This is an optimization exercise on Yosys and OpenROAD, whose aim is small area, a short achievable clock period and few clock cycles per item, not a production implementation. Only simulation tests tie the RTL to the original design; equivalence was not proved. No activity file was given, so power comes from the tool's default toggle rates.

== run A ==
==> flow/design.v <==
`default_nettype none
package sus_pkg;
  localparam int CAPACITY = 16;
  localparam int CNT_W    = $clog2(CAPACITY + 1);
  localparam int VAL_W    = 32;
  localparam logic [1:0] KIND_SEARCH = 2'd0;
  localparam logic [1:0] KIND_INSERT = 2'd1;
  localparam logic [1:0] KIND_DELETE = 2'd2;
  localparam logic [1:0] KIND_SPARE  = 2'd3;
  localparam logic [1:0] ST_DONE  = 2'd0;
  localparam logic [1:0] ST_NOCHG = 2'd1;
  localparam logic [1:0] ST_FULL  = 2'd2;
  typedef logic [VAL_W-1:0] val_t;
  typedef logic [CNT_W-1:0] cnt_t;
endpackage
`default_nettype wire
`default_nettype none
module sus_cell (
  input  wire logic          clk,
  input  wire logic          vld_nxt,
  input  wire sus_pkg::val_t key,
  output logic               eq
);
  sus_pkg::val_t val_r;
  assign eq = (val_r == key);
  always_ff @(posedge clk) begin
    if (!vld_nxt) val_r <= key;
  end
endmodule
`default_nettype wire
`default_nettype none
module sorted_unique_set_engine (
  input  wire logic        clk,
  input  wire logic        rst_n,
  input  wire logic        in_valid,
  output logic             in_ready,
  input  wire logic [1:0]  in_kind,
  input  wire logic [31:0] in_value,
  output logic             out_valid,
  input  wire logic        out_ready,
  output logic             out_was_present,
  output logic [1:0]       out_status,
  output logic [4:0]       out_entry_count
);
  localparam int N = sus_pkg::CAPACITY;
  logic          rdy_r;
  logic          acc;
  logic          a_vld;
  logic [1:0]    a_kind;
  sus_pkg::val_t a_key;
  logic [N-1:0]  slot_vld;
  logic [N-1:0]  slot_vld_nxt;   
  logic [N-1:0]  eq_v;
  sus_pkg::cnt_t cnt_r;
  logic          b_vld;
  logic          b_ins, b_del;
  logic [N-1:0]  b_match;      
  logic [N/4-1:0] b_grp;       
  logic [N-1:0]  loc;          
  logic          present;
  logic          full;
  logic          do_ins, do_del;
  logic [N-1:0]  tgt;          
  sus_pkg::cnt_t cnt_nxt;
  logic [1:0]    status;
  logic [7:0]    res;
  assign in_ready = rdy_r;
  assign acc      = in_valid && rdy_r;
  for (genvar i = 0; i < N; i++) begin : g_cell
    sus_cell u_cell (
      .clk     (clk),
      .vld_nxt (slot_vld_nxt[i]),
      .key     (a_key),
      .eq      (eq_v[i])
    );
    if (i == 0) begin : g_first
      assign tgt[i] = !slot_vld[i];
    end else begin : g_rest
      assign tgt[i] = !slot_vld[i] && (&slot_vld[i-1:0]);
    end
  end
  always_ff @(posedge clk) begin
    a_vld   <= rst_n && acc;
    a_kind  <= in_kind;
    a_key   <= in_value;
    b_vld   <= rst_n && a_vld;
    b_ins   <= a_kind == sus_pkg::KIND_INSERT;
    b_del   <= a_kind == sus_pkg::KIND_DELETE;
    b_match <= eq_v & slot_vld_nxt;
    for (int g = 0; g < N / 4; g++) b_grp[g] <= |(eq_v[4*g +: 4] & slot_vld_nxt[4*g +: 4]);
  end
  assign loc     = b_match;
  assign present = |b_grp;
  assign full    = cnt_r[sus_pkg::CNT_W-1];
  assign do_ins  = b_vld && b_ins && !present && !full;
  assign do_del  = b_vld && b_del && present;
  assign slot_vld_nxt = (slot_vld & ~({N{b_vld && b_del}} & loc))
                      | ({N{do_ins}} & tgt);
  always_comb begin
    cnt_nxt = cnt_r;
    if (do_ins) cnt_nxt = cnt_r + 1'b1;
    if (do_del) cnt_nxt = cnt_r - 1'b1;
  end
  always_comb begin
    status = sus_pkg::ST_DONE;
    if (b_ins) begin
      if (present)   status = sus_pkg::ST_NOCHG;
      else if (full) status = sus_pkg::ST_FULL;
    end else if (b_del) begin
      if (!present)  status = sus_pkg::ST_NOCHG;
    end
  end
  assign res = {present, status, cnt_nxt};
  always_ff @(posedge clk) begin
    if (!rst_n) begin
      slot_vld <= '0;
      cnt_r    <= '0;
    end else begin
      slot_vld <= slot_vld_nxt;
      cnt_r    <= cnt_nxt;
    end
  end
  localparam int D = 4;
  logic [D-1:0]       q_vld;
  logic [7:0]         h_dat;     
  logic [D-1:1][3:0]  q_dat;     
  logic               pop;
  logic [D-1:0]       q_sh;      
  logic [D-1:0]       q_vld_nxt;
  logic [3:0]         res_s;     
  logic [4:0]         nxt_cnt;   
  assign res_s = {res[7:5], do_ins || do_del};
  assign pop  = q_vld[0] && out_ready;
  assign q_sh = pop ? {1'b0, q_vld[D-1:1]} : q_vld;
  assign q_vld_nxt = b_vld ? {q_sh[D-2:0], 1'b1} : q_sh;
  always_ff @(posedge clk) begin
    if (!rst_n) begin
      q_vld <= '0;
      rdy_r <= 1'b1;
    end else begin
      q_vld <= q_vld_nxt;
      rdy_r <= !q_vld_nxt[D-1]
            && !(q_vld_nxt[D-2] && (acc || a_vld))
            && !(q_vld_nxt[D-3] && acc && a_vld);
    end
  end
  always_comb begin
    nxt_cnt = h_dat[4:0];
    if (q_dat[1][0]) nxt_cnt = q_dat[1][3] ? h_dat[4:0] - 1'b1 : h_dat[4:0] + 1'b1;
  end
  always_ff @(posedge clk) begin
    if (!q_sh[0])  h_dat <= res;
    else if (pop)  h_dat <= {q_dat[1][3:1], nxt_cnt};
  end
  for (genvar p = 1; p < D; p++) begin : g_q
    logic [3:0] nxt;    
    if (p < D - 1) begin : g_sh
      assign nxt = pop ? q_dat[p+1] : q_dat[p];
    end else begin : g_last
      assign nxt = q_dat[p];
    end
    always_ff @(posedge clk) begin
      q_dat[p] <= q_sh[p] ? nxt : res_s;
    end
  end
  assign out_valid       = q_vld[0];
  assign out_was_present = h_dat[7];
  assign out_status      = h_dat[6:5];
  assign out_entry_count = h_dat[4:0];
endmodule
`default_nettype wire
clock: 6.0 ns
lec_check: 0
cap_margin: 20
core_margin: 2
core_utilization: 40
setup_slack_margin: 3.75
slew_margin: 20
standard.sh (not shown) runs the stock make flow with config.mk's settings and CLKGATE_MAP_FILE= SYNTH_SCRIPT=/design/flow/synth_recipe.tcl, a recipe that flattens the netlist after the stock synthesis.
==> flow/flow/run.sh <==
#!/bin/bash
# The standard layout (standard.sh) with two changes: clock tree synthesis
# uses larger sink clusters, clkbuf_8 sink buffers and no dummy loads, for a
# smaller clock tree; and
# the buffers that the standard flow puts on every input and output port are
# buf_2 cells instead of delay buffers. Everything else (synthesis, floorplan,
# power grid, placement, routing) is the standard flow's. make's full output
# goes to flow_make.log.
set -euo pipefail
CTS="-sink_clustering_enable -repair_clock_nets -sink_clustering_size 20 -sink_clustering_max_diameter 60 -dont_use_dummy_load -buf_list {sky130_fd_sc_hd__clkbuf_8 sky130_fd_sc_hd__clkbuf_16} -sink_clustering_buffer sky130_fd_sc_hd__clkbuf_8"
BUF="-buffer_cell sky130_fd_sc_hd__buf_2"
sed "s|\"\${@:-finish}\"|CTS_ARGS=\"$CTS\" BUFFER_PORTS_ARGS=\"$BUF\" \"\${@:-finish}\"|" standard.sh > lean.sh
grep -q "CTS_ARGS=" lean.sh
bash lean.sh > flow_make.log 2>&1
Testbench counts of run A, summed over its fixed seeds: cycles 32,024, items 32,000.
> inputs changed (run A -> run B)
- swapping 3.75 for 3.7 in SETUP_SLACK_MARGIN
--- a/flow/flow/run.sh
+++ b/flow/flow/run.sh
@@ -3,2 +3 @@
-# uses larger sink clusters, clkbuf_8 sink buffers and no dummy loads, for a
-# smaller clock tree; and
+# uses larger sink clusters and no dummy loads, for a smaller clock tree; and
@@ -10 +9 @@
-CTS="-sink_clustering_enable -repair_clock_nets -sink_clustering_size 20 -sink_clustering_max_diameter 60 -dont_use_dummy_load -buf_list {sky130_fd_sc_hd__clkbuf_8 sky130_fd_sc_hd__clkbuf_16} -sink_clustering_buffer sky130_fd_sc_hd__clkbuf_8"
+CTS="-sink_clustering_enable -repair_clock_nets -sink_clustering_size 25 -sink_clustering_max_diameter 70 -dont_use_dummy_load"
### Flow results
- Diff run A -> run B: number of CTS-inserted buffers now sits lower, normalized max-slew margin now sits higher.
- Summary of the comparison: number of ordinary and repair buffers in the finished layout is lower in run B, relative to run A.
- Of the two values seen for critical path startpoint, h_dat[2] was produced by run B and b_vld by run A.
- Run B vs. run A: proportion of power drawn by the clock network went up by 3.8 points; clock tree skew after final layout went up by 0.0095 ns; depth of the critical timing path with buffers and inverters included went down by 4; global-route wire length before repair went down by 3.9 mm.
### run B -> run C
--- a/flow/flow/run.sh
+++ b/flow/flow/run.sh
@@ -11 +11 @@
-sed "s|\"\${@:-finish}\"|CTS_ARGS=\"$CTS\" BUFFER_PORTS_ARGS=\"$BUF\" \"\${@:-finish}\"|" standard.sh > lean.sh
+sed "s|\"\${@:-finish}\"|CTS_ARGS=\"$CTS\" BUFFER_PORTS_ARGS=\"$BUF\" SETUP_MOVE_SEQUENCE=unbuffer,sizeup,swap \"\${@:-finish}\"|" standard.sh > lean.sh
Findings:
In run C, the number of buffer and inverter stages on the critical path came out 2 above the value in run B. Diff run C..run B | clock latency reported for the late side of the worst-skew pair | negligible. [run C] cell depth of the worst flop-to-flop path rose 2 relative to run B. The final net count reported for run C is smaller than that of run B by 39. For quantity of hold-fixing buffers added after cts, run C and run B come out practically identical. When the final numbers for run B and run C were put side by side, the proportion of layout cells with a drive suffix above 1 turned out to be smaller in run C. As far as count of clock tree sinks goes, run B and run C are indistinguishable; the numbers are identical. Run C vs run B, startpoint-to-endpoint class of the critical path: reg2reg vs reg2out. Side by side, power dissipated in combinational cells turned out lower in run C than in run B. Number of failing setup endpoints in the final timing report came out exactly the same in run B and run C. Compared with run B, in run C global-route wire length before repair has decreased; total wire length after detailed routing went down about 4.4%.
Relative to run C, the following input files were edited for run D:
--- a/flow/flow/run.sh
+++ b/flow/flow/run.sh
@@ -3 +3,2 @@
-# uses larger sink clusters and no dummy loads, for a smaller clock tree; and
+# uses larger sink clusters, clkbuf_8 sink buffers and no dummy loads, for a
+# smaller clock tree; and
@@ -9 +10 @@
-CTS="-sink_clustering_enable -repair_clock_nets -sink_clustering_size 25 -sink_clustering_max_diameter 70 -dont_use_dummy_load"
+CTS="-sink_clustering_enable -repair_clock_nets -sink_clustering_size 18 -sink_clustering_max_diameter 60 -dont_use_dummy_load -buf_list {sky130_fd_sc_hd__clkbuf_8 sky130_fd_sc_hd__clkbuf_16} -sink_clustering_buffer sky130_fd_sc_hd__clkbuf_8"
@@ -11 +12 @@
-sed "s|\"\${@:-finish}\"|CTS_ARGS=\"$CTS\" BUFFER_PORTS_ARGS=\"$BUF\" SETUP_MOVE_SEQUENCE=unbuffer,sizeup,swap \"\${@:-finish}\"|" standard.sh > lean.sh
+sed "s|\"\${@:-finish}\"|CTS_ARGS=\"$CTS\" BUFFER_PORTS_ARGS=\"$BUF\" \"\${@:-finish}\"|" standard.sh > lean.sh
[summary]
Run D reports a higher wire length than run C does.
Start-to-end type of the worst setup path = reg2reg: run C; start-to-end type of the worst setup path = reg2out: run D
Comparing global-route usage for run C and run D, the bigger number came from run D.
Run D ended up with more standard cells than run C.
Run D has first-iteration DRC count below what run C had.
Post-CTS clock slew at the launch and capture registers of the worst setup and hold paths: lower on run C

==> re-timing with driven ports <==
The flow's constraints put no driver on any port. The routed layouts listed below were extracted and timed again, unchanged, in two steps.
Step 1 (the two cells are an assumption about what drives the block):
set clk [get_ports {clk}]
set_driving_cell -lib_cell sky130_fd_sc_hd__clkbuf_16 $clk
set_driving_cell -lib_cell sky130_fd_sc_hd__buf_2 [delete_from_list [all_inputs] $clk]
Step 2 times the ports against the registers' clock, not the clock port: input delays grow and output delays shrink by t, the midpoint of the rising clock arrivals with the driver on.
Three values: ideal ports, drivers, drivers and shift; two values: the first two.
run | shift t [ns] | setup WS [ns] | worst hold slack (ns) | worst setup path at the end | pins driven straight from the clock port
run A | 0.619 | 3.618 / 3.610 / 3.355 | 0.429 / 0.429 / 0.429 | input to register | 1
run B | 0.615 | 3.668 / 3.608 / 3.405 | 0.441 / 0.441 / 0.441 | input to register | 1
run C | 0.615 | 3.262 / 3.262 / 3.262 | 0.435 / 0.435 / 0.435 | register to register | 1
run D | 0.594 | 3.675 / 3.616 / 3.425 | 0.438 / 0.438 / 0.438 | input to register | 1
After both steps setup and hold are still met in every run listed.
